Context: an optimization exercise on an open-source flow, tuned for a short achievable clock period. The choices shown serve that exercise and are no tape-out recipe. Function was checked by simulation only, so behaviour that the tests miss may differ from the original. The clock input has no modelled driver; a real chip could not lean on it and would need a root buffer or a full tree. Power is estimated from default activity; no workload was simulated.

**flow/flow/run.sh**
```bash
#!/bin/bash
# Standard ORFS layout with three additions:
#  - flow/io.tcl: each channel's ports on one edge of the die, data_in and
#    data_out bits interleaved;
#  - flow/pull_outputs.tcl (before detailed placement): output registers and
#    their port buffers moved next to their pins;
#  - flow/post_cts.tcl (after CTS): the top of the clock tree rebuilt as four
#    inverters fed by the clock port.
# make's output goes to make.log; each ORFS step writes its own log under
# orfs/logs/.
set -euo pipefail
W=$(pwd)
bash standard.sh \
  "IO_CONSTRAINTS=$W/flow/io.tcl" \
  "PLACE_PINS_ARGS=-min_distance 5" \
  "PRE_DETAIL_PLACE_TCL=$W/flow/pull_outputs.tcl" \
  "CTS_ARGS=-sink_clustering_enable -repair_clock_nets -sink_clustering_size 16 -sink_clustering_max_diameter 100" \
  SKIP_CTS_REPAIR_TIMING=1 \
  "POST_CTS_TCL=$W/flow/post_cts.tcl" \
  finish > make.log 2>&1
```
**flow/standard.sh**
```bash
#!/bin/bash
# synth_recipe.tcl (not shown) runs the flow's synth.tcl, then flattens the netlist and writes it again
# the make line also repeats each setting of config.mk as NAME=value (left out here)
make -C /OpenROAD-flow-scripts/flow DESIGN_CONFIG=/design/flow/config.mk WORK_HOME=/design/flow/orfs CLKGATE_MAP_FILE= SYNTH_SCRIPT=/design/flow/synth_recipe.tcl "${@:-finish}"
```
**flow/flow/post_cts.tcl**
```tcl
# Runs inside ORFS's cts.tcl after clock_tree_synthesis (CTS repair timing is
# skipped there). Replaces the top of the clock tree with four inverters (inv_16) fed by
# the clock port, each driving the leaf buffers of one quadrant (the leaves
# become inverting buffers, so every register sees the true clock), then does
# the timing repair cts.tcl would have done, in two passes.
set NTOP 4
set TOPCELL sky130_fd_sc_hd__inv_16
set LEAFCELL sky130_fd_sc_hd__bufinv_16
source [file join [file dirname [info script]] rework.tcl]
detailed_placement
estimate_parasitics -placement
set_propagated_clock [all_clocks]
report_clock_latency
repair_timing_helper
detailed_placement
estimate_parasitics -placement
report_worst_slack -max
# A second pass often finds more once the first pass's changes are placed.
repair_timing_helper
detailed_placement
check_placement -verbose
estimate_parasitics -placement
report_clock_latency
report_worst_slack -max
```
**flow/flow/pull_outputs.tcl**
```tcl
# Runs before detailed placement: moves each output port's buffer next to its
# pin, and the register that drives the buffer (with the single-load cells of
# its D-side logic) just inside it, so the register-to-output
# wires are short, and makes each port buffer a buf_6. Detailed placement
# then legalizes the moved cells.
set block [ord::get_db_block]
if {![info exists ::PULL_DEPTH]} { set ::PULL_DEPTH 3 }
if {![info exists ::OUT_BUF]} { set ::OUT_BUF sky130_fd_sc_hd__buf_6 }
set ::OUT_BUF_MASTER [[ord::get_db] findMaster $::OUT_BUF]
set core [$block getCoreArea]
set cx0 [$core xMin]; set cy0 [$core yMin]; set cx1 [$core xMax]; set cy1 [$core yMax]
set die [$block getDieArea]
proc drv_of {net} {
  if {$net == "NULL"} { return "NULL" }
  foreach it [$net getITerms] { if {[$it isOutputSignal]} { return [$it getInst] } }
  return "NULL"
}
proc nloads {net} {
  set n 0
  foreach it [$net getITerms] { if {[$it isInputSignal]} { incr n } }
  return [expr {$n + [llength [$net getBTerms]]}]
}
proc put {inst x y} {
  if {[$inst getPlacementStatus] == "FIRM" || [$inst getPlacementStatus] == "LOCKED"} { return }
  $inst setLocation [expr {int($x)}] [expr {int($y)}]
  $inst setPlacementStatus PLACED
}
set moved 0
foreach bt [$block getBTerms] {
  if {[$bt getIoType] != "OUTPUT"} continue
  set bp [lindex [$bt getBPins] 0]
  set bb [$bp getBBox]
  set px [expr {([$bb xMin] + [$bb xMax]) / 2}]
  set py [expr {([$bb yMin] + [$bb yMax]) / 2}]
  # inward direction and clamp into core
  if {[$bb xMin] <= [$die xMin]} { set dx 1; set dy 0 } elseif {[$bb xMax] >= [$die xMax]} { set dx -1; set dy 0 } elseif {[$bb yMin] <= [$die yMin]} { set dx 0; set dy 1 } else { set dx 0; set dy -1 }
  set bx [expr {min(max($px, $cx0), $cx1 - 10000)}]
  set by [expr {min(max($py, $cy0), $cy1 - 3000)}]
  if {$dx == 1} { set bx $cx0 } elseif {$dx == -1} { set bx [expr {$cx1 - 6000}] }
  if {$dy == 1} { set by $cy0 } elseif {$dy == -1} { set by [expr {$cy1 - 2720}] }
  set buf [drv_of [$bt getNet]]
  if {$buf == "NULL"} continue
  set a [$buf findITerm A]
  if {$a == "NULL"} continue
  set ff [drv_of [$a getNet]]
  if {$ff == "NULL" || ![string match "*df*" [[$ff getMaster] getName]]} continue
  if {[[$buf getMaster] getName] != $::OUT_BUF} { $buf swapMaster $::OUT_BUF_MASTER }
  put $buf $bx $by
  put $ff [expr {$bx + $dx * 8000}] [expr {$by + $dy * 8160}]
  # Bring along the cells of the register's D-side cone that feed only
  # that cone (single-load outputs), up to PULL_DEPTH levels, each level a
  # little further inside.
  set front [list $ff]
  for {set lvl 1} {$lvl <= $::PULL_DEPTH} {incr lvl} {
    set next {}
    foreach cell $front {
      foreach it [$cell getITerms] {
        if {![$it isInputSignal]} continue
        set n [$it getNet]
        if {$n == "NULL" || [$n getSigType] == "CLOCK" || [$n getSigType] == "POWER" || [$n getSigType] == "GROUND"} continue
        set m [drv_of $n]
        if {$m == "NULL" || [nloads $n] != 1} continue
        if {[string match "*df*" [[$m getMaster] getName]]} continue
        put $m [expr {$bx + $dx * (8000 + 6000 * $lvl)}] [expr {$by + $dy * (8160 + 5440 * $lvl)}]
        lappend next $m
      }
    }
    set front $next
  }
  incr moved
}
puts "PULL moved $moved output registers"
```
**flow/constraint.sdc**
```tcl
create_clock -name core_clock -period 4.3 [get_ports {clock}]
set_input_delay 0.8600 -clock core_clock [delete_from_list [all_inputs] [get_ports {clock}]]
set_output_delay 0.8600 -clock core_clock [all_outputs]
set_load 0.01 [all_outputs]
```
**flow/config.mk**
```make
export PLATFORM = sky130hd
export DESIGN_NAME = mc_fifo
export DESIGN_NICKNAME = mc_fifo
export VERILOG_FILES = /design/flow/design.v
export SDC_FILE = /design/flow/constraint.sdc
export NUM_CORES = 4
export LEC_CHECK = 0
export CAP_MARGIN = 20
export CORE_MARGIN = 2
export CORE_UTILIZATION = 55
export SETUP_SLACK_MARGIN = 2.55
export SLEW_MARGIN = 20
```
**flow/flow/io.tcl**
```tcl
# Pin placement: each channel's ports share one edge of the die, data_in and
# data_out bits interleaved and the control ports in the middle, so the
# head register of each bit can sit next to both of its pins.
set_io_pin_constraint -region left:* -group -order -pin_names {{data_in[0]} {data_out[0]} {data_in[1]} {data_out[1]} {data_in[2]} {data_out[2]} {data_in[3]} {data_out[3]} {data_in[4]} {data_out[4]} {data_in[5]} {data_out[5]} {data_in[6]} {data_out[6]} {data_in[7]} {data_out[7]} {data_in[8]} {data_out[8]} {data_in[9]} {data_out[9]} {data_in[10]} {data_out[10]} {data_in[11]} {data_out[11]} {data_in[12]} {data_out[12]} {data_in[13]} {data_out[13]} {data_in[14]} {data_out[14]} {data_in[15]} {data_out[15]} {data_in_valid[0]} {data_out_ack[0]} {flush[0]} {data_in_full[0]} {data_in_almost_full[0]} {data_out_valid[0]} {overflow[0]} {level[0]} {level[1]} {level[2]} {level[3]} {level[4]} {clock} {rst_n} {data_in[16]} {data_out[16]} {data_in[17]} {data_out[17]} {data_in[18]} {data_out[18]} {data_in[19]} {data_out[19]} {data_in[20]} {data_out[20]} {data_in[21]} {data_out[21]} {data_in[22]} {data_out[22]} {data_in[23]} {data_out[23]} {data_in[24]} {data_out[24]} {data_in[25]} {data_out[25]} {data_in[26]} {data_out[26]} {data_in[27]} {data_out[27]} {data_in[28]} {data_out[28]} {data_in[29]} {data_out[29]} {data_in[30]} {data_out[30]} {data_in[31]} {data_out[31]}}
set_io_pin_constraint -region top:* -group -order -pin_names {{data_in[32]} {data_out[32]} {data_in[33]} {data_out[33]} {data_in[34]} {data_out[34]} {data_in[35]} {data_out[35]} {data_in[36]} {data_out[36]} {data_in[37]} {data_out[37]} {data_in[38]} {data_out[38]} {data_in[39]} {data_out[39]} {data_in[40]} {data_out[40]} {data_in[41]} {data_out[41]} {data_in[42]} {data_out[42]} {data_in[43]} {data_out[43]} {data_in[44]} {data_out[44]} {data_in[45]} {data_out[45]} {data_in[46]} {data_out[46]} {data_in[47]} {data_out[47]} {data_in_valid[1]} {data_out_ack[1]} {flush[1]} {data_in_full[1]} {data_in_almost_full[1]} {data_out_valid[1]} {overflow[1]} {level[5]} {level[6]} {level[7]} {level[8]} {level[9]} {data_in[48]} {data_out[48]} {data_in[49]} {data_out[49]} {data_in[50]} {data_out[50]} {data_in[51]} {data_out[51]} {data_in[52]} {data_out[52]} {data_in[53]} {data_out[53]} {data_in[54]} {data_out[54]} {data_in[55]} {data_out[55]} {data_in[56]} {data_out[56]} {data_in[57]} {data_out[57]} {data_in[58]} {data_out[58]} {data_in[59]} {data_out[59]} {data_in[60]} {data_out[60]} {data_in[61]} {data_out[61]} {data_in[62]} {data_out[62]} {data_in[63]} {data_out[63]}}
set_io_pin_constraint -region right:* -group -order -pin_names {{data_in[64]} {data_out[64]} {data_in[65]} {data_out[65]} {data_in[66]} {data_out[66]} {data_in[67]} {data_out[67]} {data_in[68]} {data_out[68]} {data_in[69]} {data_out[69]} {data_in[70]} {data_out[70]} {data_in[71]} {data_out[71]} {data_in[72]} {data_out[72]} {data_in[73]} {data_out[73]} {data_in[74]} {data_out[74]} {data_in[75]} {data_out[75]} {data_in[76]} {data_out[76]} {data_in[77]} {data_out[77]} {data_in[78]} {data_out[78]} {data_in[79]} {data_out[79]} {data_in_valid[2]} {data_out_ack[2]} {flush[2]} {data_in_full[2]} {data_in_almost_full[2]} {data_out_valid[2]} {overflow[2]} {level[10]} {level[11]} {level[12]} {level[13]} {level[14]} {data_in[80]} {data_out[80]} {data_in[81]} {data_out[81]} {data_in[82]} {data_out[82]} {data_in[83]} {data_out[83]} {data_in[84]} {data_out[84]} {data_in[85]} {data_out[85]} {data_in[86]} {data_out[86]} {data_in[87]} {data_out[87]} {data_in[88]} {data_out[88]} {data_in[89]} {data_out[89]} {data_in[90]} {data_out[90]} {data_in[91]} {data_out[91]} {data_in[92]} {data_out[92]} {data_in[93]} {data_out[93]} {data_in[94]} {data_out[94]} {data_in[95]} {data_out[95]}}
set_io_pin_constraint -region bottom:* -group -order -pin_names {{data_in[96]} {data_out[96]} {data_in[97]} {data_out[97]} {data_in[98]} {data_out[98]} {data_in[99]} {data_out[99]} {data_in[100]} {data_out[100]} {data_in[101]} {data_out[101]} {data_in[102]} {data_out[102]} {data_in[103]} {data_out[103]} {data_in[104]} {data_out[104]} {data_in[105]} {data_out[105]} {data_in[106]} {data_out[106]} {data_in[107]} {data_out[107]} {data_in[108]} {data_out[108]} {data_in[109]} {data_out[109]} {data_in[110]} {data_out[110]} {data_in[111]} {data_out[111]} {data_in_valid[3]} {data_out_ack[3]} {flush[3]} {data_in_full[3]} {data_in_almost_full[3]} {data_out_valid[3]} {overflow[3]} {level[15]} {level[16]} {level[17]} {level[18]} {level[19]} {data_in[112]} {data_out[112]} {data_in[113]} {data_out[113]} {data_in[114]} {data_out[114]} {data_in[115]} {data_out[115]} {data_in[116]} {data_out[116]} {data_in[117]} {data_out[117]} {data_in[118]} {data_out[118]} {data_in[119]} {data_out[119]} {data_in[120]} {data_out[120]} {data_in[121]} {data_out[121]} {data_in[122]} {data_out[122]} {data_in[123]} {data_out[123]} {data_in[124]} {data_out[124]} {data_in[125]} {data_out[125]} {data_in[126]} {data_out[126]} {data_in[127]} {data_out[127]}}
```
**flow/flow/rework.tcl**
```tcl
# Rebuild the top of the clock tree: the clock port drives NTOP clkbuf_16
# buffers (one per region of the die), each of which drives the CTS leaf
# buffers of its region directly. Leaf buffers are those whose output net
# reaches a register clock pin.
if {![info exists NTOP]} { set NTOP 4 }
if {![info exists TOPCELL]} { set TOPCELL sky130_fd_sc_hd__clkbuf_16 }
if {![info exists LEAFCELL]} { set LEAFCELL "" }
proc outpin {inst} { set o [$inst findITerm X]; if {$o == "NULL"} { set o [$inst findITerm Y] }; return $o }
set block [ord::get_db_block]
set cnet [$block findNet clock]
set master [[ord::get_db] findMaster $TOPCELL]
# find clock buffers
set leaves {}
set upper {}
foreach inst [$block getInsts] {
  set m [[$inst getMaster] getName]
  if {![string match "sky130_fd_sc_hd__clkbuf*" $m] && ![string match "sky130_fd_sc_hd__clkinv*" $m] && ![string match "sky130_fd_sc_hd__inv*" $m] && ![string match "sky130_fd_sc_hd__buf*" $m]} continue
  set out [$inst findITerm X]
  if {$out == "NULL"} { set out [$inst findITerm Y] }
  if {$out == "NULL"} continue
  set onet [$out getNet]
  if {$onet == "NULL"} {
    # dummy load without output: belongs to upper tree if input on clock net
    continue
  }
  if {[$onet getSigType] != "CLOCK"} continue
  set isleaf 0
  foreach it [$onet getITerms] {
    if {[$it isInputSignal] && [[$it getInst] isBlock] == 0} {
      set mm [[[$it getInst] getMaster] getName]
      if {[string match "*df*" $mm]} { set isleaf 1; break }
    }
  }
  if {$isleaf} { lappend leaves $inst } else { lappend upper $inst }
}
puts "REWORK leaves [llength $leaves] upper [llength $upper]"
# remove upper-tree buffers and any cell hanging on their nets other than leaves
set leafnames {}
foreach l $leaves { dict set leafnames [$l getName] 1 }
set kill {}
foreach u $upper {
  lappend kill $u
}
# nets of upper tree: clock + outputs of upper
set unets [list $cnet]
foreach u $upper {
  set out [$u findITerm X]; if {$out == "NULL"} { set out [$u findITerm Y] }
  lappend unets [$out getNet]
}
foreach n $unets {
  foreach it [$n getITerms] {
    set i [$it getInst]
    if {[dict exists $leafnames [$i getName]]} continue
    if {[lsearch -exact $kill $i] < 0} { lappend kill $i }
  }
}
foreach i $kill {
  foreach it [$i getITerms] {
    set n [$it getNet]
    if {$n != "NULL" && ![$it isInputSignal]} { $it disconnect; if {$n != $cnet && [llength [$n getITerms]] == 0 && [llength [$n getBTerms]] == 0} { } }
    $it disconnect
  }
  puts "REWORK kill [$i getName] [[$i getMaster] getName]"
  odb::dbInst_destroy $i
}
foreach n $unets { if {$n != $cnet} { odb::dbNet_destroy $n } }
# group leaves: split by x then y median into NTOP groups (NTOP = 1, 2 or 4)
proc cx {i} { set b [$i getBBox]; return [expr {([$b xMin]+[$b xMax])/2}] }
proc cy {i} { set b [$i getBBox]; return [expr {([$b yMin]+[$b yMax])/2}] }
proc split_by {lst key} {
  set s [lsort -integer -index 0 [lmap i $lst {list [$key $i] $i}]]
  set h [expr {[llength $s]/2}]
  return [list [lmap p [lrange $s 0 [expr {$h-1}]] {lindex $p 1}] [lmap p [lrange $s $h end] {lindex $p 1}]]
}
set groups [list $leaves]
if {$NTOP >= 2} { set groups [split_by $leaves cx] }
if {$NTOP >= 4} {
  set g2 {}
  foreach g $groups { foreach h [split_by $g cy] { lappend g2 $h } }
  set groups $g2
}
set k 0
foreach g $groups {
  set sx 0; set sy 0
  foreach l $g { incr sx [cx $l]; incr sy [cy $l] }
  set x [expr {$sx / [llength $g]}]; set y [expr {$sy / [llength $g]}]
  set name "clkbuf_top_${k}_clock"
  set b [odb::dbInst_create $block $master $name]
  $b setLocation [expr {$x - 3000}] $y
  $b setPlacementStatus PLACED
  set onet [odb::dbNet_create $block "clknet_top_${k}_clock"]
  $onet setSigType CLOCK
  [$b findITerm A] connect $cnet
  [outpin $b] connect $onet
  foreach l $g { set a [$l findITerm A]; $a disconnect; $a connect $onet }
  puts "REWORK top $name at $x $y drives [llength $g]"
  incr k
}
if {$LEAFCELL != ""} {
  set lm [[ord::get_db] findMaster $LEAFCELL]
  set k 0
  foreach l $leaves {
    set in [[$l findITerm A] getNet]; set out [[outpin $l] getNet]
    set loc [$l getLocation]
    foreach it [$l getITerms] { $it disconnect }
    set nm [$l getName]
    odb::dbInst_destroy $l
    set n [odb::dbInst_create $block $lm $nm]
    $n setLocation [lindex $loc 0] [lindex $loc 1]
    $n setPlacementStatus PLACED
    [$n findITerm A] connect $in
    [outpin $n] connect $out
  }
  puts "REWORK leaves now $LEAFCELL"
}
```
**flow/design.v**
```verilog
module mc_fifo #(
    parameter int NUM_CHANNELS      = 4,
    parameter int BUFFER_SIZE       = 16,
    parameter int DATA_WIDTH        = 32,
    parameter int ALMOST_FULL_LEVEL = 14,
    localparam int LEVEL_WIDTH      = $clog2(BUFFER_SIZE + 1)
) (
    input  logic                                clock,
    input  logic                                rst_n,
    input  logic [NUM_CHANNELS*DATA_WIDTH-1:0]  data_in,
    input  logic [NUM_CHANNELS-1:0]             data_in_valid,
    output logic [NUM_CHANNELS-1:0]             data_in_full,
    output logic [NUM_CHANNELS-1:0]             data_in_almost_full,
    output logic [NUM_CHANNELS*DATA_WIDTH-1:0]  data_out,
    output logic [NUM_CHANNELS-1:0]             data_out_valid,
    input  logic [NUM_CHANNELS-1:0]             data_out_ack,
    input  logic [NUM_CHANNELS-1:0]             flush,
    output logic [NUM_CHANNELS*LEVEL_WIDTH-1:0] level,
    output logic [NUM_CHANNELS-1:0]             overflow
);
    localparam logic [LEVEL_WIDTH-1:0] LVL_FULL = LEVEL_WIDTH'(BUFFER_SIZE);
    for (genvar c = 0; c < NUM_CHANNELS; c++) begin : g_ch
        logic [BUFFER_SIZE*DATA_WIDTH-1:0] mem;
        logic [DATA_WIDTH-1:0]  din;
        logic [LEVEL_WIDTH-1:0] lvl_q;
        logic [BUFFER_SIZE:0]   oh_q;      
        logic                   full_q;
        logic                   afull_q;
        logic                   valid_q;
        logic                   ovf_q;
        assign din = data_in[c*DATA_WIDTH +: DATA_WIDTH];
        logic [LEVEL_WIDTH-1:0]       nlvl_q;
        logic [LEVEL_WIDTH-1:0]       lvl_cur;
        logic [3:0]                   up_c;     
        logic [3:0]                   dn_c;     
        logic [4*(BUFFER_SIZE+1)-1:0] oh_c;     
        logic [4*LEVEL_WIDTH-1:0]     lvl_c;
        logic [3:0]                   full_c;
        logic [3:0]                   afull_c;
        logic [3:0]                   valid_c;
        logic [1:0]                   op;
        assign op = {data_in_valid[c], data_out_ack[c]};
        assign up_c = {oh_q[0],           ~oh_q[BUFFER_SIZE], 1'b0,     1'b0};
        assign dn_c = {oh_q[BUFFER_SIZE], 1'b0,               ~oh_q[0], 1'b0};
        assign lvl_cur = ~nlvl_q;
        logic [BUFFER_SIZE:0]   oh_up, oh_dn;
        logic [LEVEL_WIDTH-1:0] lv_up, lv_dn, lv_hd;
        logic                   fl_up, fl_hd, af_up, af_dn, af_hd, vl_dn, vl_hd;
        assign oh_up = {oh_q[BUFFER_SIZE-1:0], 1'b0};
        assign oh_dn = {1'b0, oh_q[BUFFER_SIZE:1]};
        always_comb begin
            for (int b = 0; b < LEVEL_WIDTH - 1; b++) begin
                lv_up[b] = 1'b0;
                lv_dn[b] = 1'b0;
                lv_hd[b] = 1'b0;
                for (int i = 0; i <= BUFFER_SIZE; i++)
                    if (i[b]) begin
                        lv_up[b] = lv_up[b] | oh_up[i];
                        lv_dn[b] = lv_dn[b] | oh_dn[i];
                        lv_hd[b] = lv_hd[b] | oh_q[i];
                    end
            end
        end
        assign lv_up[LEVEL_WIDTH-1] = &lvl_cur[LEVEL_WIDTH-2:0];
        assign lv_dn[LEVEL_WIDTH-1] = 1'b0;
        assign lv_hd[LEVEL_WIDTH-1] = lvl_cur[LEVEL_WIDTH-1];
        assign fl_up = oh_up[BUFFER_SIZE];
        assign fl_hd = lvl_cur == LVL_FULL;
        assign af_up = |oh_up[BUFFER_SIZE:ALMOST_FULL_LEVEL];
        assign af_dn = |oh_dn[BUFFER_SIZE:ALMOST_FULL_LEVEL];
        assign af_hd = |oh_q[BUFFER_SIZE:ALMOST_FULL_LEVEL];
        assign vl_dn = ~oh_dn[0];
        assign vl_hd = ~oh_q[0];
        always_comb begin
            for (int k = 0; k < 4; k++) begin
                if (up_c[k]) begin
                    oh_c[k*(BUFFER_SIZE+1) +: BUFFER_SIZE+1] = oh_up;
                    lvl_c[k*LEVEL_WIDTH +: LEVEL_WIDTH]      = lv_up;
                    full_c[k]  = fl_up;
                    afull_c[k] = af_up;
                    valid_c[k] = 1'b1;
                end else if (dn_c[k]) begin
                    oh_c[k*(BUFFER_SIZE+1) +: BUFFER_SIZE+1] = oh_dn;
                    lvl_c[k*LEVEL_WIDTH +: LEVEL_WIDTH]      = lv_dn;
                    full_c[k]  = 1'b0;
                    afull_c[k] = af_dn;
                    valid_c[k] = vl_dn;
                end else begin
                    oh_c[k*(BUFFER_SIZE+1) +: BUFFER_SIZE+1] = oh_q;
                    lvl_c[k*LEVEL_WIDTH +: LEVEL_WIDTH]      = lv_hd;
                    full_c[k]  = fl_hd;
                    afull_c[k] = af_hd;
                    valid_c[k] = vl_hd;
                end
            end
        end
        always_ff @(posedge clock or negedge rst_n) begin
            if (!rst_n) begin
                lvl_q   <= '0;
                nlvl_q  <= '1;
                oh_q    <= {{BUFFER_SIZE{1'b0}}, 1'b1};
                full_q  <= 1'b0;
                afull_q <= 1'b0;
                valid_q <= 1'b0;
                ovf_q   <= 1'b0;
            end else if (flush[c]) begin
                lvl_q   <= '0;
                nlvl_q  <= '1;
                oh_q    <= {{BUFFER_SIZE{1'b0}}, 1'b1};
                full_q  <= 1'b0;
                afull_q <= 1'b0;
                valid_q <= 1'b0;
                ovf_q   <= 1'b0;
            end else begin
                lvl_q   <= lvl_c[op*LEVEL_WIDTH +: LEVEL_WIDTH];
                nlvl_q  <= ~lvl_c[op*LEVEL_WIDTH +: LEVEL_WIDTH];
                oh_q    <= oh_c[op*(BUFFER_SIZE+1) +: BUFFER_SIZE+1];
                full_q  <= full_c[op];
                afull_q <= afull_c[op];
                valid_q <= valid_c[op];
                if (data_in_valid[c] && oh_q[BUFFER_SIZE])
                    ovf_q <= 1'b1;
            end
        end
        logic                   ack_r;
        logic [BUFFER_SIZE-1:1] wr_r;
        logic [DATA_WIDTH-1:0]  din_r;
        logic [DATA_WIDTH-1:0]  ent1;
        always_ff @(posedge clock) begin
            ack_r <= data_out_ack[c];
            for (int i = 1; i < BUFFER_SIZE; i++)
                wr_r[i] <= data_in_valid[c] & (data_out_ack[c] ? oh_q[i+1] : oh_q[i]);
            din_r <= din;
        end
        assign ent1 = wr_r[1] ? din_r
                              : (ack_r ? mem[2*DATA_WIDTH +: DATA_WIDTH] : mem[DATA_WIDTH +: DATA_WIDTH]);
        always_ff @(posedge clock or negedge rst_n) begin
            if (!rst_n)
                mem[0 +: DATA_WIDTH] <= '0;
            else if (flush[c])
                mem[0 +: DATA_WIDTH] <= '0;
            else if (data_out_ack[c])
                mem[0 +: DATA_WIDTH] <= (oh_q[0] | oh_q[1]) ? (data_in_valid[c] ? din : '0) : ent1;
            else if (data_in_valid[c] && oh_q[0])
                mem[0 +: DATA_WIDTH] <= din;
        end
        for (genvar i = 1; i < BUFFER_SIZE; i++) begin : g_ent
            if (i < BUFFER_SIZE - 1) begin : g_mid
                always_ff @(posedge clock) begin
                    if (wr_r[i])
                        mem[i*DATA_WIDTH +: DATA_WIDTH] <= din_r;
                    else if (ack_r)
                        mem[i*DATA_WIDTH +: DATA_WIDTH] <= mem[(i+1)*DATA_WIDTH +: DATA_WIDTH];
                end
            end else begin : g_last
                always_ff @(posedge clock) begin
                    if (wr_r[i])
                        mem[i*DATA_WIDTH +: DATA_WIDTH] <= din_r;
                end
            end
        end
        assign data_out[c*DATA_WIDTH +: DATA_WIDTH]  = mem[0 +: DATA_WIDTH];
        assign level[c*LEVEL_WIDTH +: LEVEL_WIDTH]   = lvl_q;
        assign data_in_full[c]                       = full_q;
        assign data_in_almost_full[c]                = afull_q;
        assign data_out_valid[c]                     = valid_q;
        assign overflow[c]                           = ovf_q;
    end
endmodule
```
==> results of run 1 <==
## worst min-delay path by stage
stage	start	end	slack, ps	cells past startpoint
floorplan	g_ch[0].mem[0]$_DFFE_PN0P_	g_ch[0].mem[0]$_DFFE_PN0P_	460	2
global placement	g_ch[2].mem[5]$_DFFE_PN0P_	g_ch[2].mem[5]$_DFFE_PN0P_	470	2
detailed placement	g_ch[0].mem[22]$_DFFE_PN0P_	g_ch[0].mem[22]$_DFFE_PN0P_	500	2
global route	rst_n	g_ch[0].full_q$_DFF_PN0_	480	1
finish	rst_n	g_ch[0].full_q$_DFF_PN0_	440	1
## per-layer routing
metal | up-vias | share of wire [%] | GRT usage, % | routed length (um)
li1 | 24399 | - | - | -
met4 | 4 | 3.1 | 7.04 | 7010
met1 | 28256 | 44 | 34.4 | 99900
met2 | 1647 | 47 | 38.8 | 108000
met5 | - | 0.012 | 0 | 27
met3 | 390 | 6.3 | 4.12 | 14500
## cell families after synthesis
kind of cell / synth area share (%)
AO/OA/AOI/OAI: 4.49
buffers and inverters: 3.54
multiplexers: 21.7
adder cells (fa/ha/maj): 0.0101
AND/OR/NAND/NOR: 3.37
flip-flops: 66.9
## placed cells by master (no fill, tap or decap), types with 17 or more instances in the layout
cell / netlist / final
sky130_fd_sc_hd__mux2_2: 1689 / 1689
sky130_fd_sc_hd__dfrtp_1: 228 / 202
sky130_fd_sc_hd__mux2i_1: 237 / 237
sky130_fd_sc_hd__nand2_1: 375 / 372
sky130_fd_sc_hd__dfstp_2: 24 / 20
sky130_fd_sc_hd__and2_1: 21 / 20
sky130_fd_sc_hd__o21ai_2: 0 / 48
sky130_fd_sc_hd__dfxtp_1: 320 / 300
sky130_fd_sc_hd__o211ai_1: 17 / 17
sky130_fd_sc_hd__a211oi_1: 50 / 46
sky130_fd_sc_hd__a21oi_1: 112 / 111
sky130_fd_sc_hd__clkdlybuf4s50_1: 0 / 128
sky130_fd_sc_hd__buf_4: 153 / 264
sky130_fd_sc_hd__o21ai_1: 178 / 164
sky130_fd_sc_hd__buf_6: 0 / 185
sky130_fd_sc_hd__o21ai_0: 128 / 94
sky130_fd_sc_hd__nor2_1: 120 / 110
sky130_fd_sc_hd__mux2_1: 20 / 20
sky130_fd_sc_hd__nor3_1: 23 / 20
sky130_fd_sc_hd__bufinv_16: 0 / 149
sky130_fd_sc_hd__a22oi_1: 132 / 132
sky130_fd_sc_hd__or2_4: 0 / 84
sky130_fd_sc_hd__nor2b_1: 44 / 37
sky130_fd_sc_hd__buf_12: 0 / 41
sky130_fd_sc_hd__edfxtp_1: 1792 / 1792
sky130_fd_sc_hd__clkbuf_1: 486 / 105
sky130_fd_sc_hd__dfrtp_2: 0 / 23
## cell usage after synthesis (75+ instances only)
cell type	count
sky130_fd_sc_hd__a21oi_1	112
sky130_fd_sc_hd__edfxtp_1	1792
sky130_fd_sc_hd__clkbuf_1	486
sky130_fd_sc_hd__mux2_2	1689
sky130_fd_sc_hd__dfrtp_1	228
sky130_fd_sc_hd__nand2_1	375
sky130_fd_sc_hd__buf_2	75
sky130_fd_sc_hd__buf_4	153
sky130_fd_sc_hd__o21ai_1	178
sky130_fd_sc_hd__o21ai_0	128
sky130_fd_sc_hd__a22oi_1	132
sky130_fd_sc_hd__mux2i_1	237
sky130_fd_sc_hd__dfxtp_1	320
sky130_fd_sc_hd__nor2_1	120
## final cells by class, without the clock buffers
type                    instances  area, um2
diodes                          2       5.00
clock inverters                 1       30.0
fillers                     13425      68100
inverters                     175       4620
multi-input cells            3434      30700
flip-flops and latches       2364      66700
well taps                    2370       2970
repair buffers                649       6870
## stage by stage
step                hold WS, ps  worst slack, ps
detailed placement          502              618
floorplan                   457             2450
global route                483             2440
finish                      441             2470
global placement            467             1170
## state kept, by name, summed over array words and instances, names as in the netlist, 20 cells and up
signal,count
g_ch.din_r,128
g_ch.lvl_q,20
g_ch.mem,2048
g_ch.nlvl_q,20
g_ch.oh_q,68
g_ch.wr_r,60
## power by group through the flow
stage / logic, W / clock network [W] / registers [W]
final: 0.00546 / 0.0172 / 0.0282
after global routing: 0.00586 / 0.0184 / 0.0285
after detailed placement: 0.00476 / 0 / 0.0288
after global placement: 0.00455 / 0 / 0.0287
after floorplan: 0.00372 / 0 / 0.0280
==> impl_metrics.json, run 1 <==
{
  "r2r_cells": 6,
  "drt-vias-per-instance": 6.01,
  "place_congestion": 0.843,
  "core_utilization_of_the_finished_layout_pct": 62.2,
  "number_of_synthesized_register_bits": 2364,
  "design_power_total_w": 0.0509,
  "cp_num_buf_inv": 1,
  "powerDensity_nw_per_um2": 453,
  "worstPathMaxFanout": 2,
  "cts.reportedPaths.clkPinSlew_ps": 80,
  "max_slew.worst_pin.slew_ps": 865,
  "status": "timing/DRC/antenna clean",
  "final_cells": 9100,
  "cpMaxStageDelayCell": "sky130_fd_sc_hd__dfrtp_1",
  "hpwl_mm": 137,
  "timing.fmax_mhz": 546,
  "vdd.ir_drop.worst_uv": 581,
  "wirelength_mm": 229,
  "worst_ep_required_time_ps": 3440,
  "max-slew-margin-rel_pct": 42.2,
  "cp_cell_sequence": "buf_6",
  "die_h_um": 429,
  "drtPass1Iterations": 8,
  "critPathArrivalTime_ps": 970,
  "remaining_design_rule_violation_count": 0,
  "seq_power_share_pct": 55.5,
  "worstReg2RegStart": "g_ch[1].oh_q[0]$_DFFE_PN1P_",
  "netSwitchingPower_w": 0.0110,
  "critPathMaxStageDelay_ps": 410,
  "drv_cap": 0,
  "rrSetupSlack_ps": 2480,
  "p_int_w": 0.0399,
  "globalRouteOverflowTotal": 0,
  "syn_nets": 6665,
  "final.setup.tns_ps": 0,
  "routed-via-count": 54696,
  "areaGrowthSynthToFinish_pct": 12.7,
  "grt_first_pass_wirelength_mm": 349,
  "grt_start_max_net_pins": 88,
  "critical_path_cell_count": 1,
  "pwr-share-comb_pct": 10.7,
  "post-route-cell-area_um2": 112000,
  "power.switching_fraction_pct": 21.7,
  "numClockSinks": 2364,
  "ys_warn_count": 13,
  "detailed_place.area_um2": 103000,
  "holdCritPathClass": "primary input to async pin",
  "cp-start-kind": "flop",
  "setup.worst_path.start": "g_ch[0].mem[3]$_DFFE_PN0P_",
  "synth.lib_cells_used.distinct": 74,
  "final_min_period_over_clock_period_pct": 42.6,
  "setup.worst_path.end": "data_out[3]",
  "core_region_area_um2": 180000,
  "final_max_slew_viol_count": 0,
  "synth_ff_type": "sky130_fd_sc_hd__edfxtp_1",
  "cp_top_family": "flip-flops",
  "synth_edf_count": 1792,
  "area_enclosed_by_the_die_boundary_um2": 184000,
  "finalNetCount": 6766,
  "post-route-min-period_ps": 1830,
  "clkLatencyLatePin_ps": 430,
  "power_leakage_nw": 39.9,
  "num_rows": 156,
  "floorplan.initialDensity_pct": 55.2,
  "gate_count_after_technology_mapping": 6523,
  "avgSynthCellArea_um2": 15.3,
  "synth.top_cell.area_share_pct": 54.1,
  "clock_power_share_pct": 33.8,
  "timing.rr.end": "g_ch[1].lvl_q[1]$_DFF_PN0_",
  "unrepaired_setup_endpoints_after_global_routing": "true",
  "initial_antenna_violation_count": 6,
  "placement.io_buffers": 305,
  "avgRoutedWirePerCell_um": 25.2,
  "grt.total_usage_pct": 24.3,
  "yosysTopAreaCell": "sky130_fd_sc_hd__edfxtp_1",
  "synth_top_cells_by_area": "sky130_fd_sc_hd__edfxtp_1 (54%), sky130_fd_sc_hd__mux2_2 (19%), sky130_fd_sc_hd__dfxtp_1 (6.4%), sky130_fd_sc_hd__dfrtp_1 (5.7%), sky130_fd_sc_hd__mux2i_1 (2.4%)",
  "setup.worst_path.end_class": "primary output",
  "via_count_of_the_first_global_routing_pass": 55610,
  "netlist_area_um2": 99500,
  "die_width_um": 429,
  "floorplan.io_pins": 306,
  "synth_sequential_area_ratio_pct": 66.9,
  "synth_async_sr_flop_share_pct": 10.7,
  "drive_above_1_share_pct": 39.6,
  "timing.setup.critical_path_class": "flop to primary output",
  "numPlacedInstances": 8564,
  "timing.final.setup_violations": 0,
  "fin_clk_skew_ps": 23.8,
  "first_iter_violations": 4385,
  "antenna_left": 0,
  "timing.final.hold_violations": 0
}
==> inputs of run 2 (changes only) <==
==> flow/flow/post_cts.tcl (replaced) <==
# Runs inside ORFS's cts.tcl after clock_tree_synthesis (CTS repair timing is
# skipped there). Replaces the top of the clock tree with four inverters (inv_16) fed by
# the clock port, each driving the leaf buffers of one quadrant (the leaves
# become inverting buffers, so every register sees the true clock), then does
# the timing repair cts.tcl would have done.
set NTOP 4
set TOPCELL sky130_fd_sc_hd__inv_16
set LEAFCELL sky130_fd_sc_hd__bufinv_16
source [file join [file dirname [info script]] rework.tcl]
detailed_placement
estimate_parasitics -placement
set_propagated_clock [all_clocks]
report_clock_latency
repair_timing_helper
detailed_placement
check_placement -verbose
estimate_parasitics -placement
report_clock_latency
report_worst_slack -max
==> run 2 against run 1 <==
- die area did not move
- worst hold slack improved by 1.2 ps
- clock power is essentially flat
- via count shrank 0.30%
- critical path depth did not move
- critical endpoint unchanged
- largest cell class unchanged
==> impl_metrics.json, run 2 <==
{
  "drtPass1Iterations": 8,
  "largest_reg_flops": 2048,
  "netSwitchingPower_w": 0.0110,
  "area_enclosed_by_the_die_boundary_um2": 184000,
  "timing.setup.critical_path_class": "flop to primary output",
  "worst_ep_required_time_ps": 3440,
  "final_cells": 9085,
  "cp_num_buf_inv": 1,
  "powerDensity_nw_per_um2": 454,
  "vdd.ir_drop.worst_uv": 582,
  "worstPathMaxFanout": 2,
  "ys_warn_count": 13,
  "hpwl_mm": 137,
  "p_int_w": 0.0398,
  "number_of_synthesized_register_bits": 2364,
  "max_slew.worst_pin.slew_ps": 866,
  "globalRouteOverflowTotal": 0,
  "syn_nets": 6665,
  "synth.lib_cells_used.distinct": 74,
  "placement.io_buffers": 305,
  "initial_antenna_violation_count": 5,
  "gate_count_after_technology_mapping": 6523,
  "final_cell_mix": "sky130_fd_sc_hd__edfxtp_1 (1,792), sky130_fd_sc_hd__mux2_2 (1,689), sky130_fd_sc_hd__nand2_1 (372), sky130_fd_sc_hd__dfxtp_1 (299), sky130_fd_sc_hd__buf_4 (256)",
  "clock_power_share_pct": 33.8,
  "timing.fmax_mhz": 546,
  "routed-via-count": 54533,
  "synth_top_cells_by_area": "sky130_fd_sc_hd__edfxtp_1 (54%), sky130_fd_sc_hd__mux2_2 (19%), sky130_fd_sc_hd__dfxtp_1 (6.4%), sky130_fd_sc_hd__dfrtp_1 (5.7%), sky130_fd_sc_hd__mux2i_1 (2.4%)",
  "clkLatencyLatePin_ps": 430,
  "avgSynthCellArea_um2": 15.3,
  "grt.total_usage_pct": 24.1,
  "post-route-min-period_ps": 1830,
  "numClockSinks": 2364,
  "grt_first_pass_wirelength_mm": 347,
  "yosys.cell_count.top_type": "sky130_fd_sc_hd__edfxtp_1",
  "netlist_area_um2": 99500,
  "pwr-share-comb_pct": 10.7,
  "critPathMaxStageDelay_ps": 420,
  "cts.reportedPaths.clkPinSlew_ps": 80,
  "num_rows": 156,
  "place_congestion": 0.843,
  "finalNetCount": 6751,
  "cp-start-kind": "flop",
  "areaGrowthSynthToFinish_pct": 12.5,
  "remaining_design_rule_violation_count": 0,
  "antenna_left": 0,
  "drive_above_1_share_pct": 39.4,
  "final.setup.tns_ps": 0,
  "synthTopCellsByCount": "sky130_fd_sc_hd__edfxtp_1 (1,792), sky130_fd_sc_hd__mux2_2 (1,689), sky130_fd_sc_hd__clkbuf_1 (486)",
  "wirelength_mm": 228,
  "timing.final.hold_violations": 0,
  "cp_cell_sequence": "buf_6",
  "floorplan.io_pins": 306,
  "cpMaxStageDelayCell": "sky130_fd_sc_hd__dfrtp_1",
  "seq_power_share_pct": 55.5,
  "drv_cap": 0,
  "unrepaired_setup_endpoints_after_global_routing": "true",
  "setup.worst_path.end_class": "primary output",
  "die_width_um": 429,
  "fin_clk_skew_ps": 26.0,
  "synth_async_sr_flop_share_pct": 10.7,
  "via_count_of_the_first_global_routing_pass": 55419,
  "final_min_period_over_clock_period_pct": 42.6,
  "final_max_slew_viol_count": 0,
  "grt_start_max_net_pins": 88,
  "floorplan.initialDensity_pct": 55.2,
  "most_common_cell_after_layout_fill_and_taps_aside": "sky130_fd_sc_hd__edfxtp_1",
  "critPathArrivalTime_ps": 970,
  "die_h_um": 429,
  "power.switching_fraction_pct": 21.7,
  "yosysTopAreaCell": "sky130_fd_sc_hd__edfxtp_1",
  "timing.final.setup_violations": 0,
  "avgRoutedWirePerCell_um": 25.1,
  "synth_sequential_area_ratio_pct": 66.9,
  "max-slew-margin-rel_pct": 42.3,
  "first_iter_violations": 4395,
  "numPlacedInstances": 8564,
  "cp_top_family": "flip-flops",
  "largest-register": "g_ch.mem",
  "synth_ff_type": "sky130_fd_sc_hd__edfxtp_1",
  "synth_edf_count": 1792,
  "synth.top_cell.area_share_pct": 54.1,
  "power_leakage_nw": 39.7,
  "biggestRegsByFlops": "g_ch.mem (2048), g_ch.din_r (128), g_ch.oh_q (68)",
  "holdCritPathClass": "primary input to async pin",
  "status": "timing/DRC/antenna clean",
  "drt-vias-per-instance": 6.00,
  "core_region_area_um2": 180000
}
==> run 2: changes by cell type in the layout (fill, tap and decap cells not counted), moves of 2 or more <==
cell / delta
sky130_fd_sc_hd__o21ai_2: -18
sky130_fd_sc_hd__or2_2: -2
sky130_fd_sc_hd__clkbuf_8: +2
sky130_fd_sc_hd__nor2_2: +2
sky130_fd_sc_hd__buf_6: -3
sky130_fd_sc_hd__a22oi_1: -7
sky130_fd_sc_hd__buf_4: -8
sky130_fd_sc_hd__o21ai_1: +17
sky130_fd_sc_hd__nor2_1: -2
sky130_fd_sc_hd__a22oi_2: +7
sky130_fd_sc_hd__buf_12: -4
==> run 2: power groups by stage <==
stage | combinational (W) | clock, W | sequential, W
2_1_floorplan | 0.00372 | 0 | 0.0280
3_3_place_gp | 0.00455 | 0 | 0.0287
3_5_place_dp | 0.00476 | 0 | 0.0288
5_1_grt | 0.00583 | 0.0184 | 0.0285
6_report | 0.00543 | 0.0172 | 0.0282
==> run 2: layout make-up, without the clock buffers <==
type	count	area [um2]
well taps	2370	2970
repair buffers	635	6700
fillers	13429	68300
multi-input cells	3433	30600
inverters	175	4620
diodes	2	5.00
flip-flops and latches	2364	66700
clock inverters	1	30.0
==> run 2: path summary, 6_finish.rpt <==
check / from / endpoint / slack (ps) / depth (start not counted)
max in group asynchronous: rst_n / g_ch[2].oh_q[0]$_DFFE_PN1P_ / 2860 / 2
hold / removal: rst_n / g_ch[0].full_q$_DFF_PN0_ / 440 / 1
setup reg to reg: g_ch[1].oh_q[14]$_DFFE_PN0P_ / g_ch[1].lvl_q[2]$_DFF_PN0_ / 2490 / 3
hold reg to reg: g_ch[3].mem[27]$_DFFE_PN0P_ / g_ch[3].mem[27]$_DFFE_PN0P_ / 510 / 2
setup / recovery: g_ch[0].mem[3]$_DFFE_PN0P_ / data_out[3] / 2470 / 1
min in group core_clock: g_ch[3].mem[27]$_DFFE_PN0P_ / g_ch[3].mem[27]$_DFFE_PN0P_ / 510 / 2
==> run 2: cell families (layout without fill, tap and decap cells) <==
family	count (synthesis)	after routing	share of synthesized area (%)
AOI/OAI and AO/OA	720	720	4.49
DFF	2364	2364	66.9
and+or+nand+nor	731	766	3.37
muxes	1946	1946	21.7
buffers and inverters	761	916	3.54
adders and majority gates	1	1	0.0101
other	0	2	0
==> run 2: metal layers <==
layer  up-vias  wire length, um  share of wire, %  GRT usage, %
li1      24356                -                 -             -
met1     28137           100000                44          34.3
met2      1657           107000                47          38.5
met3       381            14400               6.3          3.96
met4         2             6990               3.1          7.00
met5         -               13            0.0057             0
==> run 2: through the flow <==
stage          power, W  area, um2  util, %  worst slack [ps]  hold slack [ps]
5_1_grt          0.0527     112000     62.1              2440              483
3_3_place_gp     0.0333     103000     57.1              1170              467
6_report         0.0509     112000     62.1              2470              442
2_1_floorplan    0.0317      99900        -              2450              457
3_5_place_dp     0.0335     103000     57.2               618              502
==> inputs of run 3 (changes only) <==
--- a/flow/design.v
+++ b/flow/design.v
@@ -134,15 +134,24 @@
         end
         assign ent1 = wr_r[1] ? din_r
                               : (ack_r ? mem[2*DATA_WIDTH +: DATA_WIDTH] : mem[DATA_WIDTH +: DATA_WIDTH]);
+        logic                  le1;
+        logic [DATA_WIDTH-1:0] head_d;
+        assign le1 = oh_q[0] | oh_q[1];
+        always_comb begin
+            case (op)
+                2'b00:   head_d = mem[0 +: DATA_WIDTH];
+                2'b01:   head_d = le1 ? '0 : ent1;
+                2'b10:   head_d = oh_q[0] ? din : mem[0 +: DATA_WIDTH];
+                default: head_d = le1 ? din : ent1;
+            endcase
+        end
         always_ff @(posedge clock or negedge rst_n) begin
             if (!rst_n)
                 mem[0 +: DATA_WIDTH] <= '0;
             else if (flush[c])
                 mem[0 +: DATA_WIDTH] <= '0;
-            else if (data_out_ack[c])
-                mem[0 +: DATA_WIDTH] <= (oh_q[0] | oh_q[1]) ? (data_in_valid[c] ? din : '0) : ent1;
-            else if (data_in_valid[c] && oh_q[0])
-                mem[0 +: DATA_WIDTH] <= din;
+            else
+                mem[0 +: DATA_WIDTH] <= head_d;
         end
         for (genvar i = 1; i < BUFFER_SIZE; i++) begin : g_ent
             if (i < BUFFER_SIZE - 1) begin : g_mid
--- a/flow/flow/run.sh
+++ b/flow/flow/run.sh
@@ -14,7 +14,7 @@
   "IO_CONSTRAINTS=$W/flow/io.tcl" \
   "PLACE_PINS_ARGS=-min_distance 5" \
   "PRE_DETAIL_PLACE_TCL=$W/flow/pull_outputs.tcl" \
-  "CTS_ARGS=-sink_clustering_enable -repair_clock_nets -sink_clustering_size 16 -sink_clustering_max_diameter 100" \
+  "CTS_ARGS=-sink_clustering_enable -repair_clock_nets -sink_clustering_size 20 -sink_clustering_max_diameter 100" \
   SKIP_CTS_REPAIR_TIMING=1 \
   "POST_CTS_TCL=$W/flow/post_cts.tcl" \
   finish > make.log 2>&1
==> run 3 against run 2 <==
- flip-flop and latch count unchanged
- clock skew is 12 ps higher
- maximum frequency shrank 15%
- critical path depth grew 6
- clock power down 13%
- area after synthesis up 0.98%
- largest cell class unchanged
- design area increased by 3.4%
- first-iteration DRC count is 29% higher
- via count up 5.6%
- combinational power rose by 14%
- sequential power is essentially flat
- global-route usage up 2.8 points
==> impl_metrics.json, run 3 <==
{
  "synth.lib_cells_used.distinct": 89,
  "fillers": 12901,
  "areaGrowthSynthToFinish_pct": 15.3,
  "floorplan.io_pins": 306,
  "netlist_area_um2": 101000,
  "critPathArrivalTime_ps": 2450,
  "first_iter_violations": 5673,
  "status": "timing/DRC/antenna clean",
  "post-route-cell-area_um2": 116000,
  "most_common_cell_after_layout_fill_and_taps_aside": "sky130_fd_sc_hd__edfxtp_1",
  "floorplan.initialDensity_pct": 55.5,
  "critPathMaxStageDelay_ps": 700,
  "drive_above_1_share_pct": 43.8,
  "yosys.cell_count.top_type": "sky130_fd_sc_hd__edfxtp_1",
  "biggestRegsByFlops": "g_ch.mem (2048), g_ch.din_r (128), g_ch.oh_q (68)",
  "cts.reportedPaths.clkPinSlew_ps": 90,
  "power.switching_fraction_pct": 23.0,
  "clkLatencyLatePin_ps": 410,
  "antenna_left": 0,
  "final_cell_mix": "sky130_fd_sc_hd__edfxtp_1 (1,792), sky130_fd_sc_hd__mux2_2 (1,679), sky130_fd_sc_hd__buf_4 (299), sky130_fd_sc_hd__dfxtp_1 (279), sky130_fd_sc_hd__buf_6 (235)",
  "setup.worst_path.end_class": "flop",
  "grt_first_pass_wirelength_mm": 379,
  "register_area_um2": 66700,
  "cp_top_family": "flip-flops",
  "place_congestion": 0.846,
  "max-slew-margin-rel_pct": 26.1,
  "netSwitchingPower_w": 0.0113,
  "core_region_area_um2": 181000,
  "die_width_um": 431,
  "timing.final.hold_violations": 0,
  "area_enclosed_by_the_die_boundary_um2": 186000,
  "vdd.ir_drop.worst_uv": 482,
  "hpwl_mm": 155,
  "largest-register": "g_ch.mem",
  "powerDensity_nw_per_um2": 424,
  "final_min_period_over_clock_period_pct": 50.3,
  "grt_start_max_net_pins": 78,
  "seq_power_share_pct": 56.8,
  "post-route-min-period_ps": 2160,
  "worstPathMaxFanout": 13,
  "initial_antenna_violation_count": 20,
  "cpMaxStageDelayCell": "sky130_fd_sc_hd__dfrtp_1",
  "avgRoutedWirePerCell_um": 28.2,
  "routed-via-count": 57610,
  "synth_ff_type": "sky130_fd_sc_hd__edfxtp_1",
  "cp_cell_sequence": "nor2_4 > buf_4 > nand4b_1 > buf_6 > buf_12 > and2b_1 > a221o_1",
  "ys_warn_count": 13,
  "drv_cap": 0,
  "final.setup.tns_ps": 0,
  "largest_reg_flops": 2048,
  "remaining_design_rule_violation_count": 0,
  "clock_power_share_pct": 30.6,
  "placement.io_buffers": 305,
  "cp-start-kind": "flop",
  "synthTopCellsByCount": "sky130_fd_sc_hd__edfxtp_1 (1,792), sky130_fd_sc_hd__mux2_2 (1,680), sky130_fd_sc_hd__clkbuf_1 (471)",
  "gate_count_after_technology_mapping": 6557,
  "p_int_w": 0.0378,
  "pwr-share-comb_pct": 12.5,
  "synth.top_cell.area_share_pct": 53.5,
  "cp_num_buf_inv": 3,
  "num_rows": 156,
  "via_count_of_the_first_global_routing_pass": 56437,
  "numClockSinks": 2364,
  "multi_input_comb_area_um2": 33200,
  "yosysTopAreaCell": "sky130_fd_sc_hd__edfxtp_1",
  "detailed_place.area_um2": 105000,
  "globalRouteOverflowTotal": 0,
  "grt.total_usage_pct": 26.9,
  "synth_top_cells_by_area": "sky130_fd_sc_hd__edfxtp_1 (54%), sky130_fd_sc_hd__mux2_2 (19%), sky130_fd_sc_hd__dfxtp_1 (6.4%), sky130_fd_sc_hd__dfrtp_1 (5.7%), sky130_fd_sc_hd__mux2i_1 (2.3%)",
  "synth_sequential_area_ratio_pct": 66.2,
  "final_max_slew_viol_count": 0,
  "synth_async_sr_flop_share_pct": 10.7,
  "synth_edf_count": 1792,
  "max_slew.worst_pin.slew_ps": 1100,
  "power_leakage_nw": 41.1,
  "avgSynthCellArea_um2": 15.3,
  "drtPass1Iterations": 10,
  "wirelength_mm": 261,
  "timing.fmax_mhz": 462,
  "number_of_synthesized_register_bits": 2364,
  "finalNetCount": 6927,
  "drt-vias-per-instance": 6.23,
  "fin_clk_skew_ps": 38.4,
  "syn_nets": 6711,
  "unrepaired_setup_endpoints_after_global_routing": "true",
  "timing.setup.critical_path_class": "flop to flop",
  "worst_ep_required_time_ps": 4590,
  "die_h_um": 431,
  "holdCritPathClass": "primary input to async pin",
  "timing.final.setup_violations": 0
}
-- run 3: cell count changes after synthesis, moves of 63 or more --
cell	before	now
sky130_fd_sc_hd__nor2_1	120	204
sky130_fd_sc_hd__o21ai_0	128	257
sky130_fd_sc_hd__nand2_1	375	239
sky130_fd_sc_hd__a22oi_1	132	33
sky130_fd_sc_hd__a221o_1	4	70
sky130_fd_sc_hd__a21o_1	9	72
sky130_fd_sc_hd__o21ai_1	178	10
-- run 3: power by group through the flow --
| stage | logic [W] | registers, W | clock network [W] |
|---|---|---|---|
| floorplan | 0.00361 | 0.0277 | 0 |
| global placement | 0.00439 | 0.0285 | 0 |
| detailed placement | 0.00476 | 0.0285 | 0 |
| global route | 0.00646 | 0.0281 | 0.0162 |
| finish | 0.00617 | 0.0279 | 0.0150 |
-- run 3: worst register-to-register path, stage by stage, from the launching register on --
cell and delay [ps]:
sky130_fd_sc_hd__dfrtp_1 700, sky130_fd_sc_hd__nor2_4 110, sky130_fd_sc_hd__buf_4 260, sky130_fd_sc_hd__nand4b_1 170, sky130_fd_sc_hd__buf_6 140, sky130_fd_sc_hd__buf_12 140, sky130_fd_sc_hd__and2b_1 220, sky130_fd_sc_hd__a221o_1 270
-- run 3: final timing paths --
kind | from | endpoint | slack [ps] | cells after the start
worst min register to register | g_ch[1].mem[353]$_DFFE_PP_ | g_ch[1].mem[321]$_DFFE_PP_ | 530 | 1
worst max-delay path | g_ch[1].oh_q[1]$_DFFE_PN0P_ | g_ch[1].mem[1]$_DFFE_PN0P_ | 2140 | 7
worst max register to register | g_ch[1].oh_q[1]$_DFFE_PN0P_ | g_ch[1].mem[1]$_DFFE_PN0P_ | 2140 | 7
max in group asynchronous | rst_n | g_ch[2].nlvl_q[4]$_DFF_PN1_ | 2810 | 2
min in group core_clock | g_ch[1].mem[353]$_DFFE_PP_ | g_ch[1].mem[321]$_DFFE_PP_ | 530 | 1
worst min-delay path | rst_n | g_ch[0].lvl_q[3]$_DFF_PN0_ | 460 | 1
-- run 3: layout make-up, without the clock buffers --
class	instances	share of cell area, %
antenna	13	0.0281
multi-input combinational	3474	28.6
sequential	2364	57.6
tap	2370	2.56
inverter	150	3.34
timing repair inverter	4	0.0356
clock inverter	2	0.0173
timing repair buffer	779	7.49
-- run 3: stage by stage --
stage                     total power (W)  setup slack (ps)  hold slack [ps]  instances  util (%)
after floorplan                    0.0313              1620              457       6557         -
after global placement             0.0328               501              476       8598      57.7
after detailed placement           0.0332              62.9              500       8598      57.8
after global routing               0.0508              2120              494       9232      63.9
final                              0.0491              2140              456       9241      64.0
-- run 3: cell families after synthesis --
group | Yosys count | share of synthesized area (%)
flip-flops | 2364 | 66.2
multiplexers | 1908 | 21.1
AO/OA/AOI/OAI | 801 | 5.54
buffers and inverters | 759 | 3.58
AND/OR/NAND/NOR | 711 | 3.41
adder cells (fa/ha/maj) | 12 | 0.149
XOR/XNOR | 2 | 0.0174
-- run 3: per-layer routing --
metal | up-vias | track usage (%) | share of wire [%]
met1 | 29514 | 37.8 | 43
met2 | 2347 | 40.9 | 45
met3 | 697 | 6.23 | 7.8
met4 | 12 | 10.3 | 4.8
li1 | 25040 | - | -
met5 | - | 0 | 0.071
==> inputs of run 4 (changes only) <==
==> flow/design.v (replaced) <==
module mc_fifo #(
    parameter int NUM_CHANNELS      = 4,
    parameter int BUFFER_SIZE       = 16,
    parameter int DATA_WIDTH        = 32,
    parameter int ALMOST_FULL_LEVEL = 14,
    localparam int LEVEL_WIDTH      = $clog2(BUFFER_SIZE + 1)
) (
    input  logic                                clock,
    input  logic                                rst_n,
    input  logic [NUM_CHANNELS*DATA_WIDTH-1:0]  data_in,
    input  logic [NUM_CHANNELS-1:0]             data_in_valid,
    output logic [NUM_CHANNELS-1:0]             data_in_full,
    output logic [NUM_CHANNELS-1:0]             data_in_almost_full,
    output logic [NUM_CHANNELS*DATA_WIDTH-1:0]  data_out,
    output logic [NUM_CHANNELS-1:0]             data_out_valid,
    input  logic [NUM_CHANNELS-1:0]             data_out_ack,
    input  logic [NUM_CHANNELS-1:0]             flush,
    output logic [NUM_CHANNELS*LEVEL_WIDTH-1:0] level,
    output logic [NUM_CHANNELS-1:0]             overflow
);
    localparam int STW = LEVEL_WIDTH + 3;
    function automatic logic [BUFFER_SIZE:0] step(input logic [BUFFER_SIZE:0] oh,
                                                  input logic [1:0] op);
        logic up, dn;
        up = (op == 2'b10) ? ~oh[BUFFER_SIZE] : (op == 2'b11) ? oh[0] : 1'b0;
        dn = (op == 2'b01) ? ~oh[0] : (op == 2'b11) ? oh[BUFFER_SIZE] : 1'b0;
        if (up)
            step = {oh[BUFFER_SIZE-1:0], 1'b0};
        else if (dn)
            step = {1'b0, oh[BUFFER_SIZE:1]};
        else
            step = oh;
    endfunction
    function automatic logic [STW-1:0] status(input logic [BUFFER_SIZE:0] oh);
        logic [LEVEL_WIDTH-1:0] l;
        l = '0;
        for (int i = 0; i <= BUFFER_SIZE; i++)
            if (oh[i])
                l = l | LEVEL_WIDTH'(i);
        status = {l, oh[BUFFER_SIZE], |oh[BUFFER_SIZE:ALMOST_FULL_LEVEL], ~oh[0]};
    endfunction
    localparam logic [BUFFER_SIZE:0] OH_EMPTY = {{BUFFER_SIZE{1'b0}}, 1'b1};
    for (genvar c = 0; c < NUM_CHANNELS; c++) begin : g_ch
        logic [BUFFER_SIZE*DATA_WIDTH-1:0] mem;
        logic [DATA_WIDTH-1:0]  din;
        logic [1:0]             op;
        logic [BUFFER_SIZE:0]   oh_q;      
        logic [STW-1:0]         st_q;      
        logic [4*STW-1:0]       nx_q;      
        logic [4*STW-1:0]       nx_d;
        logic [4*STW-1:0]       nx_rst;
        logic [3:0]             nxf_q;     
        logic                   ovf_q;
        assign din = data_in[c*DATA_WIDTH +: DATA_WIDTH];
        assign op  = {data_in_valid[c], data_out_ack[c]};
        always_comb begin
            for (int x = 0; x < 4; x++) begin
                nx_rst[x*STW +: STW] = status(step(OH_EMPTY, 2'(x)));
                nx_d[x*STW +: STW]   = status(step(step(oh_q, op), 2'(x)));
            end
        end
        always_ff @(posedge clock or negedge rst_n) begin
            if (!rst_n) begin
                oh_q  <= OH_EMPTY;
                st_q  <= '0;
                nx_q  <= nx_rst;
                nxf_q <= ~{nx_rst[3*STW+2], nx_rst[2*STW+2], nx_rst[STW+2], nx_rst[2]};
                ovf_q <= 1'b0;
            end else if (flush[c]) begin
                oh_q  <= OH_EMPTY;
                st_q  <= '0;
                nx_q  <= nx_rst;
                nxf_q <= ~{nx_rst[3*STW+2], nx_rst[2*STW+2], nx_rst[STW+2], nx_rst[2]};
                ovf_q <= 1'b0;
            end else begin
                oh_q  <= step(oh_q, op);
                st_q  <= {nx_q[op*STW+3 +: STW-3], ~nxf_q[op], nx_q[op*STW +: 2]};
                nx_q  <= nx_d;
                nxf_q <= ~{nx_d[3*STW+2], nx_d[2*STW+2], nx_d[STW+2], nx_d[2]};
                if (data_in_valid[c] && oh_q[BUFFER_SIZE])
                    ovf_q <= 1'b1;
            end
        end
        logic                   ack_r;
        logic [BUFFER_SIZE-1:1] wr_r;
        logic [DATA_WIDTH-1:0]  din_r;
        logic [DATA_WIDTH-1:0]  ent1;
        always_ff @(posedge clock) begin
            ack_r <= data_out_ack[c];
            for (int i = 1; i < BUFFER_SIZE; i++)
                wr_r[i] <= data_in_valid[c] & (data_out_ack[c] ? oh_q[i+1] : oh_q[i]);
            din_r <= din;
        end
        assign ent1 = wr_r[1] ? din_r
                              : (ack_r ? mem[2*DATA_WIDTH +: DATA_WIDTH] : mem[DATA_WIDTH +: DATA_WIDTH]);
        logic le1;
        logic [DATA_WIDTH-1:0] head_d;
        assign le1 = oh_q[0] | oh_q[1];
        always_comb begin
            case (op)
                2'b00: head_d = mem[0 +: DATA_WIDTH];
                2'b01: head_d = le1 ? '0 : ent1;
                2'b10: head_d = oh_q[0] ? din : mem[0 +: DATA_WIDTH];
                default: head_d = le1 ? din : ent1;
            endcase
        end
        always_ff @(posedge clock or negedge rst_n) begin
            if (!rst_n)
                mem[0 +: DATA_WIDTH] <= '0;
            else if (flush[c])
                mem[0 +: DATA_WIDTH] <= '0;
            else
                mem[0 +: DATA_WIDTH] <= head_d;
        end
        for (genvar i = 1; i < BUFFER_SIZE; i++) begin : g_ent
            if (i < BUFFER_SIZE - 1) begin : g_mid
                always_ff @(posedge clock) begin
                    if (wr_r[i])
                        mem[i*DATA_WIDTH +: DATA_WIDTH] <= din_r;
                    else if (ack_r)
                        mem[i*DATA_WIDTH +: DATA_WIDTH] <= mem[(i+1)*DATA_WIDTH +: DATA_WIDTH];
                end
            end else begin : g_last
                always_ff @(posedge clock) begin
                    if (wr_r[i])
                        mem[i*DATA_WIDTH +: DATA_WIDTH] <= din_r;
                end
            end
        end
        assign data_out[c*DATA_WIDTH +: DATA_WIDTH]  = mem[0 +: DATA_WIDTH];
        assign level[c*LEVEL_WIDTH +: LEVEL_WIDTH]   = st_q[STW-1 -: LEVEL_WIDTH];
        assign data_in_full[c]                       = st_q[2];
        assign data_in_almost_full[c]                = st_q[1];
        assign data_out_valid[c]                     = st_q[0];
        assign overflow[c]                           = ovf_q;
    end
endmodule
--- a/flow/config.mk
+++ b/flow/config.mk
@@ -5,8 +5,9 @@
 export SDC_FILE = /design/flow/constraint.sdc
 export NUM_CORES = 4
 export LEC_CHECK = 0
+export ABC_CLOCK_PERIOD_IN_PS = 1500
 export CAP_MARGIN = 20
 export CORE_MARGIN = 2
 export CORE_UTILIZATION = 55
-export SETUP_SLACK_MARGIN = 2.55
+export SETUP_SLACK_MARGIN = 2.8
 export SLEW_MARGIN = 20
==> run 4 against run 3 <==
- critical endpoint is now g_ch[1].nx_q[21]$_DFF_PN0_
- via count increased by 11%
- highest routed layer unchanged
- total power rose by 13%
- still clean
- setup slack worse by 520 ps
- flip-flop and latch count increased by 100
- maximum frequency fell by 19%
==> impl_metrics.json, run 4 <==
{
  "synth_ff_type": "sky130_fd_sc_hd__edfxtp_1",
  "r2r_cells": 8,
  "first_iter_violations": 5962,
  "routed-via-count": 63802,
  "cp-start-kind": "primary input",
  "post-route-min-period_ps": 2680,
  "vdd.ir_drop.worst_uv": 585,
  "drive_above_1_share_pct": 50.7,
  "clkLatencyLatePin_ps": 410,
  "finalNetCount": 7859,
  "grt_first_pass_wirelength_mm": 438,
  "final_max_slew_viol_count": 0,
  "area_enclosed_by_the_die_boundary_um2": 194000,
  "max_slew.worst_pin.slew_ps": 1030,
  "worstReg2RegStart": "g_ch[3].oh_q[0]$_DFF_PN1_",
  "floorplan.initialDensity_pct": 55.2,
  "floorplan.io_pins": 306,
  "grt_start_max_net_pins": 81,
  "timing.rr.end": "g_ch[3].nx_q[11]$_DFF_PN0_",
  "gate_count_after_technology_mapping": 7022,
  "antenna_left": 0,
  "final.setup.tns_ps": 0,
  "critPathMaxStageDelay_ps": 620,
  "worst_ep_required_time_ps": 4610,
  "max-slew-margin-rel_pct": 30.3,
  "drv_cap": 0,
  "synthTopCellsByCount": "sky130_fd_sc_hd__edfxtp_1 (1,792), sky130_fd_sc_hd__mux2_2 (1,669), sky130_fd_sc_hd__clkbuf_1 (480)",
  "grt.total_usage_pct": 30.4,
  "largest-register": "g_ch.mem",
  "avgSynthCellArea_um2": 14.9,
  "power_leakage_nw": 46.8,
  "synth.top_cell.area_share_pct": 51.4,
  "netlist_area_um2": 105000,
  "core_utilization_of_the_finished_layout_pct": 67.9,
  "remaining_design_rule_violation_count": 0,
  "numClockSinks": 2464,
  "yosysTopAreaCell": "sky130_fd_sc_hd__edfxtp_1",
  "placement.io_buffers": 305,
  "syn_nets": 7180,
  "fin_clk_skew_ps": 29.7,
  "final_min_period_over_clock_period_pct": 62.4,
  "hpwl_mm": 181,
  "avgRoutedWirePerCell_um": 29.6,
  "cpMaxStageDelayCell": "sky130_fd_sc_hd__mux4_2",
  "powerDensity_nw_per_um2": 430,
  "die_h_um": 440,
  "holdCritPathClass": "primary input to async pin",
  "synth_edf_count": 1792,
  "synth.lib_cells_used.distinct": 111,
  "worstPathMaxFanout": 4,
  "fillers": 12852,
  "synth_top_cells_by_area": "sky130_fd_sc_hd__edfxtp_1 (51%), sky130_fd_sc_hd__mux2_2 (18%), sky130_fd_sc_hd__dfrtp_1 (7.6%), sky130_fd_sc_hd__dfxtp_1 (6.1%), sky130_fd_sc_hd__mux2i_1 (1.9%)",
  "synth_async_sr_flop_share_pct": 14.3,
  "biggestRegsByFlops": "g_ch.mem (2048), g_ch.din_r (128), g_ch.nx_q (109)",
  "final_cell_mix": "sky130_fd_sc_hd__edfxtp_1 (1,792), sky130_fd_sc_hd__mux2_2 (1,666), sky130_fd_sc_hd__buf_4 (438), sky130_fd_sc_hd__buf_6 (383), sky130_fd_sc_hd__dfrtp_1 (314)",
  "areaGrowthSynthToFinish_pct": 23.1,
  "unrepaired_setup_endpoints_after_global_routing": "true",
  "yosys.cell_count.top_type": "sky130_fd_sc_hd__edfxtp_1",
  "critPathArrivalTime_ps": 2990,
  "timing.setup.critical_path_class": "primary input to flop",
  "status": "timing/DRC/antenna clean",
  "die_width_um": 440,
  "timing.fmax_mhz": 373,
  "crit_top_cell": "sky130_fd_sc_hd__buf_12",
  "timing.final.hold_violations": 0,
  "ys_warn_count": 1,
  "globalRouteOverflowTotal": 0,
  "via_count_of_the_first_global_routing_pass": 62916,
  "core_region_area_um2": 190000,
  "synth_sequential_area_ratio_pct": 65.9,
  "design_power_total_w": 0.0555,
  "wirelength_mm": 305,
  "cp_cell_sequence": "buf_12 > buf_12 > ha_4 > buf_6 > a211o_1 > o211a_1 > nor2_4 > mux4_2 > a2111oi_4 > a31oi_1",
  "most_common_cell_after_layout_fill_and_taps_aside": "sky130_fd_sc_hd__edfxtp_1",
  "drtPass1Iterations": 5,
  "register_area_um2": 69300,
  "place_congestion": 0.889,
  "timing.final.setup_violations": 0,
  "setup.worst_path.end_class": "flop",
  "multi_input_comb_area_um2": 38700,
  "num_rows": 160,
  "cts.reportedPaths.clkPinSlew_ps": 100,
  "drt-vias-per-instance": 6.19,
  "number_of_synthesized_register_bits": 2464,
  "rrSetupSlack_ps": 1740,
  "largest_reg_flops": 2048,
  "initial_antenna_violation_count": 25
}
==> run 4: through the flow <==
step,cells,hold WS [ps],worst slack [ps],instance area (um2)
floorplan,7022,450,1140,108000
global placement,9280,466,155,111000
detailed placement,9280,496,167,111000
global route,10297,433,1570,129000
finish,10306,413,1620,129000
==> run 4: layer usage <==
metal | up-vias | track usage [%] | share of wire [%]
met2 | 2587 | 44.8 | 44
met5 | - | 0 | 0.11
met3 | 590 | 7.95 | 8.8
met4 | 20 | 12.0 | 4.7
li1 | 27467 | - | -
met1 | 33138 | 43.2 | 43
==> run 4: worst max-delay path by stage <==
stage	from	slack, ps	cells past startpoint	endpoint
2_1_floorplan	data_out_ack[1]	1140	12	g_ch[1].nx_q[21]$_DFF_PN0_
3_3_place_gp	data_in_valid[3]	150	9	g_ch[3].nx_q[27]$_DFF_PN1_
3_5_place_dp	data_in_valid[3]	170	11	g_ch[3].nx_q[21]$_DFF_PN0_
5_1_grt	data_in_valid[1]	1570	10	g_ch[1].nx_q[21]$_DFF_PN0_
6_report	data_in_valid[1]	1620	10	g_ch[1].nx_q[21]$_DFF_PN0_
==> run 4: area by class of cell, without the clock buffers <==
type	count	area share [%]
Sequential cell	2464	53.7
Multi-Input combinational cell	3891	30.0
Timing Repair Buffer	1168	10.4
Inverter	176	3.19
Tap cell	2511	2.44
Clock inverter	7	0.0378
Antenna cell	10	0.0194
==> run 4: critical path, delay by kind of cell <==
| kind | cells | cell delay, ps |
|---|---|---|
| compound gates | 4 | 740 |
| fa+ha+maj | 1 | 170 |
| buf+inv | 3 | 370 |
| mux | 1 | 620 |
| simple gates | 1 | 200 |
==> run 4: cell families (layout without fill, tap and decap cells) <==
logic type                 Yosys count  after routing  share of synthesized area [%]
and+or+nand+nor                   1015           1092                           4.59
muxes                             1907           1907                           20.7
buffers and inverters              745           1430                           3.33
adders and majority gates           16             16                          0.191
other                                0             10                              0
DFF                               2464           2464                           65.9
AOI/OAI and AO/OA                  875            876                           5.29
==> run 4: power breakdown <==
part	switching [W]	leakage [nW]	internal (W)	total [W]
combinational	0.00483	20.1	0.00483	0.00966
clock	0.00735	1.93	0.00841	0.0158
sequential	0.00168	24.8	0.0284	0.0300
total	0.0139	46.8	0.0416	0.0555

==> separate check: timing with driven ports <==
The results above use ideal ports. As a check the final layouts listed here were re-extracted and re-timed, cells and wires unchanged. Step 1 assumes that a clkbuf_16 drives the clock port and a buf_2 every other input. Step 2, shift: input delay + t, output delay - t, t = (earliest + latest rising clock arrival at the registers) / 2. This alone moves slack from input paths to output paths. Three values: no drivers, after step 1, after step 2; two values: the first two.
| run | t (ns) | setup slack, ns |
|---|---|---|
| run 1 | 0.704 | 2.468 / 2.180 / 1.993 |
| run 2 | 0.706 | 2.467 / 2.179 / 1.980 |
| run 3 | 0.682 | 2.135 / 2.134 / 1.635 |
| run 4 | 0.697 | 1.619 / 1.741 / 1.075 |
After both steps every run listed still meets setup and hold.
